Source: an optimization exercise on an open RTL-to-GDS flow (aim: small area, a short achievable clock period and few clock cycles per item). Production flows keep margins and buffers that such runs may drop.
In this exercise RTL edits were held to simulation tests only and were not proved equivalent to the original.

<file path="flow/flow/run.sh">
#!/bin/bash
# The standard ORFS layout (standard.sh), at the design's clock period
# and constraints, with three changes to how it is made:
#  - synthesis does not extract half/full adders into the platform's ha/fa
#    cells (ADDER_MAP_FILE empty), so ABC maps the adders with the rest;
#  - the floorplan step removes the buffers ABC inserted (REMOVE_ABC_BUFFERS)
#    and leaves buffering to the placer's repair steps;
#  - repair_timing aims for 12.5 ns of setup slack (SETUP_SLACK_MARGIN), so it
#    sizes and buffers the round's paths although they already meet 24 ns.
# make's output goes to flow.log here; each ORFS step also keeps its own log
# under orfs/logs/.
set -euo pipefail
cd "$(dirname "$0")/.."
bash standard.sh ADDER_MAP_FILE= REMOVE_ABC_BUFFERS=1 SETUP_SLACK_MARGIN=12.5 finish > flow.log 2>&1
</file>
<file path="flow/standard.sh">
#!/bin/bash
# synth_recipe.tcl (not shown) runs the flow's synth.tcl, then flattens the netlist and writes it again
# the make line also repeats each setting of config.mk as NAME=value (left out here)
make -C /OpenROAD-flow-scripts/flow DESIGN_CONFIG=/design/flow/config.mk WORK_HOME=/design/flow/orfs CLKGATE_MAP_FILE= SYNTH_SCRIPT=/design/flow/synth_recipe.tcl "${@:-finish}"
</file>
<file path="flow/config.mk">
export PLATFORM = sky130hd
export DESIGN_NAME = encrypt_out
export DESIGN_NICKNAME = encrypt_out
export VERILOG_FILES = /design/flow/design.v
export SDC_FILE = /design/flow/constraint.sdc
export NUM_CORES = 4
export LEC_CHECK = 0
export CAP_MARGIN = 10
export CORE_MARGIN = 2
export CORE_UTILIZATION = 55
export SLEW_MARGIN = 10
export SYNTH_HIERARCHICAL = 1
export SYNTH_MINIMUM_KEEP_SIZE = 0
</file>
<file path="flow/constraint.sdc">
create_clock -name core_clock -period 24.0 [get_ports {clk}]
set_input_delay 4.8000 -clock core_clock [delete_from_list [all_inputs] [get_ports {clk}]]
set_output_delay 4.8000 -clock core_clock [all_outputs]
set_load 0.01 [all_outputs]
</file>
<file path="flow/design.v">
module tf_tab #(parameter logic [63:0] T = 64'h0) (
  input  logic [3:0] x,
  output logic [3:0] y
);
  assign y = T[{~x, 2'b00} +: 4];
endmodule
module tf_qp #(
  parameter logic [63:0] T0 = 64'h0,
  parameter logic [63:0] T1 = 64'h0,
  parameter logic [63:0] T2 = 64'h0,
  parameter logic [63:0] T3 = 64'h0
) (
  input  logic [7:0] x,
  output logic [7:0] y
);
  logic [3:0] a0, b0, a1, b1, a2, b2, a3, b3, a4, b4;
  assign a0 = x[7:4];
  assign b0 = x[3:0];
  assign a1 = a0 ^ b0;
  assign b1 = a0 ^ {b0[0], b0[3:1]} ^ {a0[0], 3'b000};
  tf_tab #(.T(T0)) u0 (.x(a1), .y(a2));
  tf_tab #(.T(T1)) u1 (.x(b1), .y(b2));
  assign a3 = a2 ^ b2;
  assign b3 = a2 ^ {b2[0], b2[3:1]} ^ {a2[0], 3'b000};
  tf_tab #(.T(T2)) u2 (.x(a3), .y(a4));
  tf_tab #(.T(T3)) u3 (.x(b3), .y(b4));
  assign y = {b4, a4};
endmodule
module tf_q0 (input logic [7:0] x, output logic [7:0] y);
  tf_qp #(.T0(64'h817D6F320B59ECA4), .T1(64'hECB81235F4A6709D),
          .T2(64'hBA5E6D90C8F32471), .T3(64'hD7F4126E9B3085CA)) u (.x(x), .y(y));
endmodule
module tf_q1 (input logic [7:0] x, output logic [7:0] y);
  tf_qp #(.T0(64'h28BDF76E31940AC5), .T1(64'h1E2B4C376DA5F908),
          .T2(64'h4C75169A0ED82B3F), .T3(64'hB951C3DE647F208A)) u (.x(x), .y(y));
endmodule
module tf_mds (input logic [31:0] y, output logic [31:0] z);
  function automatic logic [7:0] lf1(input logic [7:0] x);
    lf1 = {1'b0, x[7:1]} ^ (x[0] ? 8'hB4 : 8'h00);
  endfunction
  function automatic logic [7:0] lf2(input logic [7:0] x);
    lf2 = {2'b00, x[7:2]} ^ (x[1] ? 8'hB4 : 8'h00) ^ (x[0] ? 8'h5A : 8'h00);
  endfunction
  function automatic logic [7:0] m5b(input logic [7:0] x);
    m5b = x ^ lf2(x);
  endfunction
  function automatic logic [7:0] mef(input logic [7:0] x);
    mef = x ^ lf1(x) ^ lf2(x);
  endfunction
  function automatic logic [31:0] mds(input logic [31:0] y);
    logic [7:0] y0, y1, y2, y3;
    y0 = y[7:0];
    y1 = y[15:8];
    y2 = y[23:16];
    y3 = y[31:24];
    mds = {mef(y0) ^ y1 ^ mef(y2) ^ m5b(y3),
           mef(y0) ^ m5b(y1) ^ y2 ^ mef(y3),
           m5b(y0) ^ mef(y1) ^ mef(y2) ^ y3,
           y0 ^ mef(y1) ^ m5b(y2) ^ m5b(y3)};
  endfunction
  logic [7:0] y0, y1, y2, y3;
  assign y0 = y[7:0];
  assign y1 = y[15:8];
  assign y2 = y[23:16];
  assign y3 = y[31:24];
  assign z = {mef(y0) ^ y1 ^ mef(y2) ^ m5b(y3),
              mef(y0) ^ m5b(y1) ^ y2 ^ mef(y3),
              m5b(y0) ^ mef(y1) ^ mef(y2) ^ y3,
              y0 ^ mef(y1) ^ m5b(y2) ^ m5b(y3)};
endmodule
module tf_hmid (
  input  logic [31:0] y,
  input  logic [31:0] l1,
  output logic [31:0] v
);
  logic [31:0] u;
  assign u = y ^ l1;
  tf_q0 ua0 (.x(u[7:0]),   .y(v[7:0]));
  tf_q0 ua1 (.x(u[15:8]),  .y(v[15:8]));
  tf_q1 ua2 (.x(u[23:16]), .y(v[23:16]));
  tf_q1 ua3 (.x(u[31:24]), .y(v[31:24]));
endmodule
module tf_hlast (
  input  logic [31:0] v,
  input  logic [31:0] l0,
  output logic [31:0] z
);
  logic [31:0] vv, r;
  assign vv = v ^ l0;
  tf_q1 ub0 (.x(vv[7:0]),   .y(r[7:0]));
  tf_q0 ub1 (.x(vv[15:8]),  .y(r[15:8]));
  tf_q1 ub2 (.x(vv[23:16]), .y(r[23:16]));
  tf_q0 ub3 (.x(vv[31:24]), .y(r[31:24]));
  tf_mds um (.y(r), .z(z));
endmodule
module tf_hfun (
  input  logic [31:0] x,
  input  logic [31:0] l0,
  input  logic [31:0] l1,
  output logic [31:0] z
);
  logic [31:0] y;
  tf_q0 u0 (.x(x[7:0]),   .y(y[7:0]));
  tf_q1 u1 (.x(x[15:8]),  .y(y[15:8]));
  tf_q0 u2 (.x(x[23:16]), .y(y[23:16]));
  tf_q1 u3 (.x(x[31:24]), .y(y[31:24]));
  logic [31:0] v;
  tf_hmid  um (.y(y), .l1(l1), .v(v));
  tf_hlast ul (.v(v), .l0(l0), .z(z));
endmodule
module tf_pg (
  input  logic [31:0] a,
  input  logic [31:0] b,
  output logic [31:0] p,
  output logic [31:0] g
);
  assign p = a ^ b;
  assign g = a & b;
endmodule
module tf_gcell #(parameter int N = 16) (
  input  logic [N-1:0] gh,
  input  logic [N-1:0] ph,
  input  logic [N-1:0] gl,
  output logic [N-1:0] go
);
  assign go = gh | (ph & gl);
endmodule
module tf_pcell #(parameter int N = 16) (
  input  logic [N-1:0] ph,
  input  logic [N-1:0] pl,
  output logic [N-1:0] po
);
  assign po = ph & pl;
endmodule
module tf_skl (
  input  logic [31:0] p,
  input  logic [31:0] g0,
  output logic [31:0] cy
);
  logic [31:0] g [6], pg [6];
  logic [15:0] gh [5], ph [5], gl [5], pl [5], go [5], po [5];
  assign g[0]  = g0;
  assign pg[0] = p;
  for (genvar k = 0; k < 5; k++) begin : lvl
    for (genvar j = 0; j < 16; j++) begin : sel
      localparam int I = ((j >> k) << (k + 1)) | (1 << k) | (j & ((1 << k) - 1));
      localparam int L = ((I >> k) << k) - 1;
      assign gh[k][j] = g[k][I];
      assign ph[k][j] = pg[k][I];
      assign gl[k][j] = g[k][L];
      assign pl[k][j] = pg[k][L];
    end
    tf_gcell #(.N(16)) ug (.gh(gh[k]), .ph(ph[k]), .gl(gl[k]), .go(go[k]));
    if (k < 4) begin : pc
      logic [15 - (1 << k):0] pout;
      tf_pcell #(.N(16 - (1 << k))) up (.ph(ph[k][15:(1 << k)]),
                                        .pl(pl[k][15:(1 << k)]), .po(pout));
      assign po[k] = {pout, {(1 << k){1'b0}}};
    end else begin : npc
      assign po[k] = '0;
    end
    for (genvar i = 0; i < 32; i++) begin : upd
      if (((i >> k) & 1) == 1) begin : u
        localparam int J = ((i >> (k + 1)) << k) | (i & ((1 << k) - 1));
        assign g[k + 1][i]  = go[k][J];
        assign pg[k + 1][i] = po[k][J];
      end else begin : c
        assign g[k + 1][i]  = g[k][i];
        assign pg[k + 1][i] = pg[k][i];
      end
    end
  end
  assign cy = {g[5][30:0], 1'b0};
endmodule
module tf_xor (
  input  logic [31:0] a,
  input  logic [31:0] b,
  output logic [31:0] y
);
  assign y = a ^ b;
endmodule
module tf_mux (
  input  logic        sel,
  input  logic [31:0] a,
  input  logic [31:0] b,
  output logic [31:0] y
);
  assign y = sel ? a : b;
endmodule
module tf_adds (
  input  logic [31:0] a,
  input  logic [31:0] b,
  output logic [31:0] s
);
  logic [31:0] p, pp, gg;
  always_comb begin
    p  = a ^ b;
    gg = a & b;
    pp = p;
    for (int d = 1; d < 32; d = d * 2) begin
      for (int i = 31; i >= d; i--) begin
        gg[i] = gg[i] | (pp[i] & gg[i - d]);
        pp[i] = pp[i] & pp[i - d];
      end
    end
    s = p ^ {gg[30:0], 1'b0};
  end
endmodule
module tf_add3 (
  input  logic [31:0] a,
  input  logic [31:0] b,
  input  logic [31:0] c,
  input  logic [31:0] xa,
  input  logic [31:0] xb,
  output logic [31:0] sa,
  output logic [31:0] sb,
  output logic [31:0] sbe
);
  logic [31:0] x, k, p, g, cy, pa, pb;
  assign x = a ^ b ^ c;
  assign k = (a & b) | (a & c) | (b & c);
  tf_pg  u0 (.a(x), .b({k[30:0], 1'b0}), .p(p), .g(g));
  tf_skl u1 (.p(p), .g0(g), .cy(cy));
  assign pa = p ^ xa;
  assign pb = p ^ xb;
  tf_xor ua (.a(pa), .b(cy), .y(sa));
  tf_xor ub (.a(pb), .b(cy), .y(sb));
  tf_xor ue (.a(pb), .b(cy), .y(sbe));
endmodule
module tf_add3a (
  input  logic [31:0] a,
  input  logic [31:0] b,
  input  logic [31:0] c,
  input  logic [31:0] xa,
  output logic [31:0] sa,
  output logic [31:0] sae
);
  logic [31:0] x, k, p, g, cy, pa;
  assign x = a ^ b ^ c;
  assign k = (a & b) | (a & c) | (b & c);
  tf_pg  u0 (.a(x), .b({k[30:0], 1'b0}), .p(p), .g(g));
  tf_skl u1 (.p(p), .g0(g), .cy(cy));
  assign pa = p ^ xa;
  tf_xor ua (.a(pa), .b(cy), .y(sa));
  tf_xor ue (.a(pa), .b(cy), .y(sae));
endmodule
module encrypt_out (
  input  logic         clk,
  input  logic         rst,
  input  logic         start,
  input  logic [127:0] plain_text,
  input  logic [127:0] key,
  output logic [127:0] encrypt,
  output logic         done,
  output logic         busy
);
  localparam logic [63:0] Q0_T0 = 64'h817D6F320B59ECA4;
  localparam logic [63:0] Q0_T1 = 64'hECB81235F4A6709D;
  localparam logic [63:0] Q0_T2 = 64'hBA5E6D90C8F32471;
  localparam logic [63:0] Q0_T3 = 64'hD7F4126E9B3085CA;
  localparam logic [63:0] Q1_T0 = 64'h28BDF76E31940AC5;
  localparam logic [63:0] Q1_T1 = 64'h1E2B4C376DA5F908;
  localparam logic [63:0] Q1_T2 = 64'h4C75169A0ED82B3F;
  localparam logic [63:0] Q1_T3 = 64'hB951C3DE647F208A;
  function automatic logic [3:0] nib(
    input logic [63:0] t,
    input logic [3:0]  i
  );
    nib = t[{~i, 2'b00} +: 4];
  endfunction
  function automatic logic [7:0] qperm(
    input logic       sel,
    input logic [7:0] x
  );
    logic [63:0] t0, t1, t2, t3;
    logic [3:0]  a0, b0, a1, b1, a2, b2;
    logic [3:0]  a3, b3, a4, b4;
    t0 = sel ? Q1_T0 : Q0_T0;
    t1 = sel ? Q1_T1 : Q0_T1;
    t2 = sel ? Q1_T2 : Q0_T2;
    t3 = sel ? Q1_T3 : Q0_T3;
    a0 = x[7:4];
    b0 = x[3:0];
    a1 = a0 ^ b0;
    b1 = a0 ^ {b0[0], b0[3:1]} ^ {a0[0], 3'b000};
    a2 = nib(t0, a1);
    b2 = nib(t1, b1);
    a3 = a2 ^ b2;
    b3 = a2 ^ {b2[0], b2[3:1]} ^ {a2[0], 3'b000};
    a4 = nib(t2, a3);
    b4 = nib(t3, b3);
    qperm = {b4, a4};
  endfunction
  function automatic logic [31:0] rsrem(input logic [31:0] r);
    logic [7:0] b, g2, g3;
    b  = r[31:24];
    g2 = {b[6:0], 1'b0} ^ (b[7] ? 8'h4D : 8'h00);
    g3 = {1'b0, b[7:1]} ^ (b[0] ? 8'hA6 : 8'h00) ^ g2;
    rsrem = {r[23:0], 8'h00} ^ {g3, g2, g3, b};
  endfunction
  function automatic logic [31:0] rs(
    input logic [31:0] me,
    input logic [31:0] mo
  );
    logic [31:0] r;
    r = mo;
    for (int j = 0; j < 4; j++) r = rsrem(r);
    r = r ^ me;
    for (int j = 0; j < 4; j++) r = rsrem(r);
    rs = r;
  endfunction
  function automatic logic [31:0] bsw(input logic [31:0] x);
    bsw = {x[7:0], x[15:8], x[23:16], x[31:24]};
  endfunction
  function automatic logic [31:0] rol8(input logic [31:0] x);
    rol8 = {x[23:0], x[31:24]};
  endfunction
  function automatic logic [31:0] qidx(input logic [4:0] i);
    logic [7:0] e, o;
    e = {2'b00, i, 1'b0};
    o = {2'b00, i, 1'b1};
    qidx = {qperm(1'b1, o), qperm(1'b0, o), qperm(1'b1, e), qperm(1'b0, e)};
  endfunction
  function automatic logic [4:0] kidx(input logic [4:0] s);
    if (s == 5'd0)       kidx = 5'd0;
    else if (s == 5'd17) kidx = 5'd3;
    else                 kidx = s + 5'd3;
  endfunction
  logic [4:0]  cnt;
  logic        last, wht, rnd, r15, kmq;
  logic [31:0] m0, m1, m2, m3;
  logic [31:0] s0, s1;
  logic [31:0] w0, w1, w2, w3;
  logic [4:0]  nidx;
  logic [31:0] qn, mm2, mm3, na2, nb2;
  logic [31:0] ka2, kb2;
  assign nidx = busy ? kidx(cnt + 5'd1) : 5'd0;
  assign qn   = qidx(nidx);
  assign mm2  = busy ? m2 : bsw(key[63:32]);
  assign mm3  = busy ? m3 : bsw(key[31:0]);
  tf_hmid ukma (.y({qn[15:8],  qn[7:0],   qn[15:8],  qn[7:0]}),   .l1(mm2), .v(na2));
  tf_hmid ukmb (.y({qn[31:24], qn[23:16], qn[31:24], qn[23:16]}), .l1(mm3), .v(nb2));
  logic [31:0] ka, kb, kbr, ke, ko, kos;
  tf_hlast ukla (.v(ka2), .l0(m0), .z(ka));
  tf_hlast uklb (.v(kb2), .l0(m1), .z(kb));
  assign kbr = rol8(kb);
  tf_adds uke (.a(ka), .b(kbr), .s(ke));
  tf_adds uko (.a(ka), .b({kbr[30:0], 1'b0}), .s(kos));
  assign ko  = {kos[22:0], kos[31:23]};
  logic [31:0] la0, la1, lb0, lb1, ta, tb;
  logic [31:0] f0, f1, n0, n1;
  assign la0 = kmq ? m0 : s1;
  assign la1 = kmq ? m2 : s0;
  assign lb0 = kmq ? m1 : s1;
  assign lb1 = kmq ? m3 : s0;
  tf_hfun uta (.x(w0),       .l0(la0), .l1(la1), .z(ta));
  tf_hfun utb (.x(rol8(w1)), .l0(lb0), .l1(lb1), .z(tb));
  logic [31:0] tbm, kem, kom;
  assign tbm = kmq ? rol8(tb) : tb;
  assign kem = kmq ? 32'd0 : ke;
  assign kom = kmq ? 32'd0 : ko;
  logic [31:0] x2, x3, x3r, x2e, x3e, x3re;
  tf_add3a uf0 (.a(ta), .b(tbm), .c(kem), .xa(w2), .sa(x2), .sae(x2e));
  tf_add3  uf1 (.a(ta), .b({tbm[30:0], 1'b0}), .c(kom),
                .xa({w3[30:0], w3[31]}), .xb({w3[8:0], w3[31:9]}),
                .sa(n1), .sb(x3r), .sbe(x3re));
  assign n0  = {x2[0], x2[31:1]};
  assign x3  = {x3r[22:0], x3r[31:23]};
  assign x3e = {x3re[22:0], x3re[31:23]};
  logic [31:0] x0, x1;
  assign x0 = s0 ^ ke;
  assign x1 = s1 ^ ko;
  always_ff @(posedge clk or posedge rst) begin
    if (rst) begin
      busy <= 1'b0;
      done <= 1'b0;
      cnt  <= '0;
      wht  <= 1'b0;
      rnd  <= 1'b0;
      r15  <= 1'b0;
      last <= 1'b0;
    end else begin
      done <= last;
      wht  <= !busy && start;
      rnd  <= wht || (rnd && !r15);
      r15  <= busy && (cnt == 5'd15);
      last <= r15;
      if (!busy) begin
        busy <= start;
        cnt  <= '0;
      end else begin
        cnt <= cnt + 5'd1;
        if (last) busy <= 1'b0;
      end
    end
  end
  logic        selr, selw;
  logic [31:0] w0o, w1o, w2o, w3o, s0o, s1o;
  logic [31:0] w0d, w1d, w2d, w3d, s0d, s1d;
  assign selr = rnd && !r15;
  assign selw = wht;
  always_comb begin
    w0o = busy ? (wht ? x0 : {4{8'h04}}) : {4{8'h02}};
    w1o = busy ? (wht ? x1 : {4{8'h05}}) : {4{8'h03}};
    w2o = busy ? w0 : bsw(plain_text[63:32]);
    w3o = busy ? w1 : bsw(plain_text[31:0]);
    s0o = s0;
    s1o = s1;
    if (!busy) begin
      s0o = bsw(plain_text[127:96]);
      s1o = bsw(plain_text[95:64]);
    end else if (wht) begin
      s0o = rs(m0, m1);
      s1o = rs(m2, m3);
    end
  end
  tf_mux um0 (.sel(selr), .a(n0), .b(w0o), .y(w0d));
  tf_mux um1 (.sel(selr), .a(n1), .b(w1o), .y(w1d));
  tf_mux um2 (.sel(selw), .a(x2), .b(w2o), .y(w2d));
  tf_mux um3 (.sel(selw), .a(x3), .b(w3o), .y(w3d));
  tf_mux um4 (.sel(r15),  .a(n0), .b(s0o), .y(s0d));
  tf_mux um5 (.sel(r15),  .a(n1), .b(s1o), .y(s1d));
  always_ff @(posedge clk) begin
    ka2 <= na2;
    kb2 <= nb2;
    kmq <= !busy || (cnt == 5'd16) || (cnt == 5'd17);
    if (!busy) begin
      m0 <= bsw(key[127:96]);
      m1 <= bsw(key[95:64]);
      m2 <= bsw(key[63:32]);
      m3 <= bsw(key[31:0]);
    end
    w0 <= w0d;
    w1 <= w1d;
    w2 <= w2d;
    w3 <= w3d;
    s0 <= s0d;
    s1 <= s1d;
    if (last)
      encrypt <= {bsw(x2e), bsw(x3e), bsw(x0), bsw(x1)};
  end
endmodule
</file>
==> results.cfg <==
[outcome]
status = no timing/DRC/antenna violations

[layout]
drive_gt1_frac = 0.184
area_growth_pct = 15.6
multi_input_area_um2 = 63400
fillers = 11200
seq_area_um2 = 12500
final_nets = 8445
final_cell_mix = 1157 x xor2_1, 687 x xnor2_1, 650 x nand2_1
final_core_util = 0.641
mostFrequentLayoutCell = xor2_1

[sta]
setup_violations = 0
worst_hold_slack_ns = 0.569
finalSetupTns_ns = 0
worst_pin_slew_ns = 1.36
rsz0062_at_grt = false
hold_viol = 0
skew_ns = 0.0371
max_freq_mhz = 88.4
relSlewSlack = 0.0892
fin_crit_sh = 0.471
layout_min_cycle_time_ns = 11.31
drv_slew = 0

[clock_tree]
clk_pin_slew_worst_paths_ns = 0.06
cts_sinks = 524
postCtsHoldBufs = 0
cts_buffers = 68
clock_latency_ns = 0.69
cts_tree = done
root_buffer = clkbuf_16
cts_buffer_depth = 3
htreeDepth = 3

[critical_path]
cp_max_fo = 11
max_stage_delay_ns = 0.61
cp_slowest_cell = xor3_1
crit_type = register to register
required_ns = 24.56
arrival_ns = 11.88
startpoint_type = register
end_kind = register

[die]
initial_core_util = 0.555
io_pins = 389
die_height_um = 371
dieArea_um2 = 138000
die_w_um = 371
core_area_um2 = 134000
row_count = 134

[routing]
first_pass_iters = 8
num_vias = 61300
antenna_left = 0
wl_per_cell_um = 29.5
drt-vias-per-instance = 6.12
drt_wl_total_um = 295000
drtIter0Drc = 7197
route.detailed.drc = 0

[logic_synthesis]
netlist_area_um2 = 74100
synth_warnings = 25
synth_cells = 7889
syn_avg_cell_area_um2 = 9.40

[placement]
portBuffers = 388
place.detailed.hpwl_um = 240000
gp_congestion = 1.08

[hold_path]
worstHoldPathType = register to register

[grt]
grt_pass1_vias = 56500
overflow = 0
grt_use_total = 0.411
antenna_found_initial = 21
grt_max_degree = 134
grt_first_pass_wirelength_um = 404000

[job]
drv_cap = 0
## state kept, by name (all words and copies together) (netlist names), 32 cells and up
register and flops:
s0 32, m1 32, w3 32, w0 32
w1 32, ka2 32, kb2 32, w2 32
m3 32, m2 32, s1 32, encrypt 128
m0 32
## worst max-delay path: cells and delay by family (launching register included)
kind | cells | cell delay, ns
XOR/XNOR | 15 | 6.00
flip-flops | 1 | 0.55
AO/OA/AOI/OAI | 11 | 2.74
AND/OR/NAND/NOR | 6 | 0.86
multiplexers | 3 | 0.86
buffers and inverters | 1 | 0.16
## through the flow
stage	area (um^2)	cells	setup WS [ns]
after floorplan	72100	7592	10.51
after global placement	78800	9815	11.68
after detailed placement	78800	9815	11.41
after CTS	82000	9962	12.51
after global routing	85700	10000	12.30
final	85700	10000	12.69
## routing by layer
layer	GRT usage	share of wire	vias up
li1	-	-	27600
met1	0.511	0.38	30000
met2	0.626	0.43	2914
met3	0.0989	0.099	735
met4	0.293	0.088	18
met5	0	0.00035	-
## path summary, 6_finish.rpt
path                       cells after the start  slack (ns)             end          start
hold / removal                                 1        0.57   m3[4]$_DFF_P_  m3[4]$_DFF_P_
max in group asynchronous                      2       18.97  last$_DFF_PP0_            rst
setup reg to reg                              36       12.69  w2[24]$_DFF_P_  w0[0]$_DFF_P_
hold reg to reg                                1        0.57   m3[4]$_DFF_P_  m3[4]$_DFF_P_
min in group asynchronous                      2        4.52  done$_DFF_PP0_            rst
setup / recovery                              36       12.69  w2[24]$_DFF_P_  w0[0]$_DFF_P_
## final cells by class
type,instances,share of cell area
Tap cell,1768,0.0258
Clock inverter,38,0.00500
Inverter,89,0.00396
Sequential cell,524,0.146
Multi-Input combinational cell,6979,0.740
Antenna cell,3,0.0000876
Timing Repair Buffer,524,0.0583
Clock buffer,85,0.0212
## timing repair
action                                  CTS  global route
setup buffers                            24            45
endpoints found under the setup margin  184           217
resized for setup                       113           479
pin swaps                                12            55
Testbench counts, summed over its fixed seeds: cycles 6,080, blocks 320.

static timing again, ports no longer ideal:
How much do the figures lean on ideal ports? The routed layout below was timed once more, with nothing changed but the port constraints.
Step 1, drivers: a clkbuf_16 drives clk and a buf_2 each remaining input, both assumed.
Step 2 times the ports against the registers' clock, not the clock port: input delays grow and output delays shrink by t, the midpoint of the rising clock arrivals with the driver on.
Three values: ideal, step 1, step 2; two values: the first two.
shift t [ns]: 0.754
setup WS [ns]: 12.687 / 12.687 / 12.687
worst setup path after step 2: register to register
latest minus earliest clock arrival (ns): 0.037 / 0.037
worst slew at a driven data input, ns: 0.14
After both steps setup and hold are still met in this run. The setup slack of this run moves by 0.000 ns with the drivers and by 0.000 ns with both steps.
